What follows belongs to an exercise in optimizing a design on an open flow for small area and a short achievable clock period; a production flow would make more cautious choices.
At most, simulation tests tie the RTL to the original design; equivalence was not proved.
No activity file was given, so power comes from the tool's default toggle rates.

== lane 1 ==
==> flow/design.v <==
package data_mem_responder_pkg;
   localparam int ADDR_W_DEF = 6;
   localparam int DATA_W_DEF = 32;
   localparam int TAP_STEP   = 3;
endpackage
import data_mem_responder_pkg::*;
module data_mem_responder_array #(
   parameter int ADDR_W = ADDR_W_DEF,
   parameter int DATA_W = DATA_W_DEF
) (
   input  logic                   clk,
   input  logic [2**ADDR_W-1:0]   we_i,     
   input  logic [2**ADDR_W-1:0]   hold_i,   
   input  logic [DATA_W-1:0]      wdata_i,
   input  logic [2**ADDR_W/2-1:0] rsel_i,   
   input  logic                   rinv_i,   
   output logic [DATA_W-1:0]      rdata_o
);
   localparam int N = 2**ADDR_W;
   logic [DATA_W-1:0] slot_q [N];
   logic [DATA_W-1:0] rd_pos, rd_neg;
   function automatic logic inverted(input int s);
      inverted = ((s / TAP_STEP + 1) % 2) == 1;
   endfunction
   for (genvar s = 0; s < N; s++) begin : g_slot
      if (s % TAP_STEP == 0) begin : g_tap
         logic [DATA_W-1:0] wd;
         assign wd = inverted(s) ? wdata_i : ~wdata_i;
         always_ff @(posedge clk)
            slot_q[s] <= ~(({DATA_W{we_i[s]}} & wd) | ({DATA_W{hold_i[s]}} & slot_q[(s + N - 1) % N]));
      end else begin : g_pass
         always_ff @(posedge clk)
            slot_q[s] <= slot_q[(s + N - 1) % N];
      end
   end
   always_comb begin
      rd_pos = '0;
      rd_neg = '0;
      for (int k = 0; k < N/2; k++)
         if (inverted(2*k)) rd_neg = rd_neg | (slot_q[2*k] & {DATA_W{rsel_i[k]}});
         else               rd_pos = rd_pos | (slot_q[2*k] & {DATA_W{rsel_i[k]}});
   end
   assign rdata_o = rd_pos | ({DATA_W{rinv_i}} & ~rd_neg);
endmodule
import data_mem_responder_pkg::*;
module data_mem_responder #(
   parameter int ADDR_W      = ADDR_W_DEF,
   parameter int DATA_W      = DATA_W_DEF,
   parameter int WAIT_CYCLES = 2
) (
   input  logic                 clk,
   input  logic                 rst,
   input  logic                 req,
   input  logic                 we,
   input  logic [ADDR_W+1:0]    addr,
   input  logic [DATA_W-1:0]    wdata,
   output logic [DATA_W-1:0]    rdata,
   output logic                 ack,
   output logic                 err,
   output logic                 busy
);
   localparam int N = 2**ADDR_W;
   logic              busy_q, w1_q, ack_q, err_q;
   logic              we_q, mis_q;
   logic              st_q;        
   logic              pend_q;      
   logic [ADDR_W-1:0] phase_q, pos_q, pos_d;
   logic [ADDR_W-1:0] posn_q;          
   logic [N-1:0]      hit, nhit;
   logic              anyhit;
   logic [N/2-1:0]    rsel_q, rsel_d;  
   logic              rinv_q, rinv_d;
   logic [DATA_W-1:0] buf_q;
   logic [DATA_W-1:0] rdata_q, ring_rdata;
   logic              accept, done, wr;
   function automatic logic inverted(input int s);
      inverted = ((s / TAP_STEP + 1) % 2) == 1;
   endfunction
   function automatic logic [N-1:0] rinv_table(input int n);
      logic [N-1:0] t;
      for (int s = 0; s < n; s++) t[s] = (s % 2 == 0) && (((s / TAP_STEP + 1) % 2) == 1);
      rinv_table = t;
   endfunction
   localparam logic [N-1:0] RINV = rinv_table(N);
   assign accept = req & ~busy_q;
   assign done   = req & rst & w1_q;                  
   assign wr     = (done & st_q) | pend_q;            
   data_mem_responder_array #(.ADDR_W(ADDR_W), .DATA_W(DATA_W)) u_array (
      .clk     (clk),
      .we_i    (hit & {N{wr}}),
      .hold_i  (nhit | {N{~wr}}),
      .wdata_i (buf_q),
      .rsel_i  (rsel_q),
      .rinv_i  (rinv_q),
      .rdata_o (ring_rdata)
   );
   assign pos_d = accept ? (addr[ADDR_W+1:2] + phase_q) : (pos_q + 1'b1);
   always_comb begin
      anyhit = 1'b0;
      for (int s = 0; s < N; s++) begin
         hit[s]  = (s % TAP_STEP == 0) && (pos_q == ADDR_W'(s - 1));
         nhit[s] = !((s % TAP_STEP == 0) && (posn_q == ~ADDR_W'(s - 1)));
         anyhit  = anyhit | hit[s];
      end
      for (int k = 0; k < N/2; k++)
         rsel_d[k] = (pos_d == ADDR_W'(2*k));
      rinv_d = RINV[pos_d];
   end
   always_ff @(posedge clk) begin
      phase_q  <= phase_q + 1'b1;
      pos_q    <= pos_d;
      posn_q   <= ~pos_d;
      rsel_q   <= rsel_d;
      rinv_q   <= rinv_d;
      pend_q   <= wr & ~anyhit;
      if (accept) begin
         we_q  <= we;
         mis_q <= (addr[1:0] != 2'b00);
         buf_q <= wdata;
      end else if (!we_q) begin
         buf_q <= ring_rdata;
      end
   end
   always_ff @(posedge clk) begin
      if (!rst) begin
         busy_q  <= 1'b0;
         w1_q    <= 1'b0;
         ack_q   <= 1'b0;
         st_q    <= 1'b0;
         err_q   <= 1'b0;
         rdata_q <= '0;
      end else begin
         busy_q <= req;
         w1_q   <= req & busy_q & ~w1_q & ~ack_q;
         ack_q  <= req & (w1_q | ack_q);
         st_q   <= req & (accept ? (we & (addr[1:0] == 2'b00)) : (st_q & ~w1_q & ~ack_q));
         if (done) begin
            err_q <= mis_q;
            if (mis_q) rdata_q <= '0;
            else if (!we_q) rdata_q <= pos_q[0] ? buf_q : ring_rdata;
         end else if (ack_q && !req) begin
            err_q <= 1'b0;
         end
      end
   end
   assign ack   = ack_q;
   assign busy  = busy_q;
   assign err   = err_q;
   assign rdata = rdata_q;
endmodule
export LEC_CHECK = 0
export CAP_MARGIN = 20
export CORE_MARGIN = 2
export CORE_UTILIZATION = 40
export CTS_CLUSTER_DIAMETER = 100
export CTS_CLUSTER_SIZE = 24
export SETUP_SLACK_MARGIN = 2.3
export SLEW_MARGIN = 20
create_clock -name core_clock -period 4.5 [get_ports {clk}]
run.sh (not shown) runs the stock make flow with config.mk's settings and CLKGATE_MAP_FILE= SYNTH_SCRIPT=/design/flow/synth_recipe.tcl, a recipe that flattens the netlist after the stock synthesis.
Relative to lane 1, the following input files were edited for lane 2:
==> flow/design.v, changed modules only <==
module data_mem_responder #(
   parameter int ADDR_W      = ADDR_W_DEF,
   parameter int DATA_W      = DATA_W_DEF,
   parameter int WAIT_CYCLES = 2
) (
   input  logic                 clk,
   input  logic                 rst,
   input  logic                 req,
   input  logic                 we,
   input  logic [ADDR_W+1:0]    addr,
   input  logic [DATA_W-1:0]    wdata,
   output logic [DATA_W-1:0]    rdata,
   output logic                 ack,
   output logic                 err,
   output logic                 busy
);
   localparam int N = 2**ADDR_W;
   logic              busy_q, w1_q, ack_q, err_q;
   logic              we_q, mis_q;
   logic              st_q;        
   logic              pend_q;      
   logic [ADDR_W-1:0] phase_q, pos_q, pos_d;
   logic [ADDR_W-1:0] posn_q;          
   logic [ADDR_W-1:0] hpos_q, hpos_d;  
   logic              ld_ring_q, ld_buf_q;  
   logic              g_ring, g_buf, g_hold;
   logic [N-1:0]      hit, nhit;
   logic              anyhit;
   logic [N/2-1:0]    rsel_q, rsel_d;  
   logic              rinv_q, rinv_d;
   logic [DATA_W-1:0] buf_q;
   logic [DATA_W-1:0] rdata_q, ring_rdata;
   logic              accept, done, wr;
   function automatic logic inverted(input int s);
      inverted = ((s / TAP_STEP + 1) % 2) == 1;
   endfunction
   function automatic logic [N-1:0] rinv_table(input int n);
      logic [N-1:0] t;
      for (int s = 0; s < n; s++) t[s] = (s % 2 == 0) && (((s / TAP_STEP + 1) % 2) == 1);
      rinv_table = t;
   endfunction
   localparam logic [N-1:0] RINV = rinv_table(N);
   assign accept = req & ~busy_q;
   assign done   = req & rst & w1_q;                  
   assign wr     = (done & st_q) | pend_q;            
   assign g_ring = done & ld_ring_q;
   assign g_buf  = done & ld_buf_q;
   assign g_hold = ~done | (we_q & ~mis_q);
   data_mem_responder_array #(.ADDR_W(ADDR_W), .DATA_W(DATA_W)) u_array (
      .clk     (clk),
      .we_i    (hit & {N{wr}}),
      .hold_i  (nhit | {N{~wr}}),
      .wdata_i (buf_q),
      .rsel_i  (rsel_q),
      .rinv_i  (rinv_q),
      .rdata_o (ring_rdata)
   );
   assign pos_d  = accept ? (addr[ADDR_W+1:2] + phase_q) : (pos_q + 1'b1);
   assign hpos_d = accept ? (addr[ADDR_W+1:2] + (phase_q + 1'b1)) : (pos_q + 2'd2);
   always_comb begin
      anyhit = 1'b0;
      for (int s = 0; s < N; s++) begin
         hit[s]  = (s % TAP_STEP == 0) && (hpos_q == ADDR_W'(s));
         nhit[s] = !((s % TAP_STEP == 0) && (~posn_q == ADDR_W'(s - 1)));
         anyhit  = anyhit | hit[s];
      end
      for (int k = 0; k < N/2; k++)
         rsel_d[k] = (pos_d == ADDR_W'(2*k));
      rinv_d = RINV[pos_d];
   end
   always_ff @(posedge clk) begin
      phase_q  <= phase_q + 1'b1;
      pos_q    <= pos_d;
      posn_q   <= ~pos_d;
      hpos_q   <= hpos_d;
      ld_ring_q <= ~mis_q & ~we_q & pos_q[0];
      ld_buf_q  <= ~mis_q & ~we_q & ~pos_q[0];
      rsel_q   <= rsel_d;
      rinv_q   <= rinv_d;
      pend_q   <= wr & ~anyhit;
      if (accept) begin
         we_q  <= we;
         mis_q <= (addr[1:0] != 2'b00);
         buf_q <= wdata;
      end else if (!we_q) begin
         buf_q <= ring_rdata;
      end
   end
   always_ff @(posedge clk) begin
      if (!rst) begin
         busy_q  <= 1'b0;
         w1_q    <= 1'b0;
         ack_q   <= 1'b0;
         st_q    <= 1'b0;
         err_q   <= 1'b0;
         rdata_q <= '0;
      end else begin
         busy_q <= req;
         w1_q   <= req & busy_q & ~w1_q & ~ack_q;
         ack_q  <= req & (w1_q | ack_q);
         st_q   <= req & (accept ? (we & (addr[1:0] == 2'b00)) : (st_q & ~w1_q & ~ack_q));
         rdata_q <= ({DATA_W{g_ring}} & ring_rdata) | ({DATA_W{g_buf}} & buf_q) |
                    ({DATA_W{g_hold}} & rdata_q);
         if (done) begin
            err_q <= mis_q;
         end else if (ack_q && !req) begin
            err_q <= 1'b0;
         end
      end
   end
   assign ack   = ack_q;
   assign busy  = busy_q;
   assign err   = err_q;
   assign rdata = rdata_q;
endmodule
Notes after the runs:
- Compare lane 1 and lane 2 | minimum clock period after layout lower: lane 1
- When lane 2 is set beside lane 1, its number of signal-net buffers in the layout turns out to be 56 smaller.
- Summary of lane 2 over lane 1: static leakage has decreased, core utilization decreased by 0.46 points relative to the old numbers.
- Summary of the comparison: sum of net half-perimeters after detailed placement is higher in lane 2, relative to lane 1.
- Delta (lane 2 minus lane 1): sequential cell area fraction in the yosys report flat, number of global-route vias before repair increased 0.90%.
- Diff lane 1 -> lane 2: die area flat; clock-cell share of area level.
- Share of power burned in combinational logic for lane 2: 2.0 points down relative to lane 1
- Routed wire length (lane 2 over lane 1): decrease, about 0.7%
- Diff lane 1..lane 2 | synthesized area | negligible
Function not checked in lane 1: the RTL went through the layout flow alone.

re-timing with driven ports:
In the flow no input, the clock included, has a driving cell. The finished layouts below were timed again as built, in two steps. Step 1 assumes that a clkbuf_16 drives the clock port and a buf_2 every other input. Step 2 moves the port delays by t, midway between the first and last clock arrival at a register: inputs arrive t later, outputs are due t later. That takes back most of the time a late clock gives input paths. Three values: ideal ports, drivers, drivers and shift; two values: the first two.
run	shift t [ns]	setup WS [ns]	worst register clock-pin slew, ns	worst data-port slew with drivers (ns)
lane 1	0.802	2.261 / 2.254 / 1.564	0.10 / 0.10	0.06
lane 2	0.830	2.243 / 2.239 / 1.508	0.10 / 0.10	0.05
After both steps setup and hold are still met in every run listed. For lane 2, which loses most, drivers alone change the setup slack by -0.004 ns; drivers and shift together by -0.735 ns.
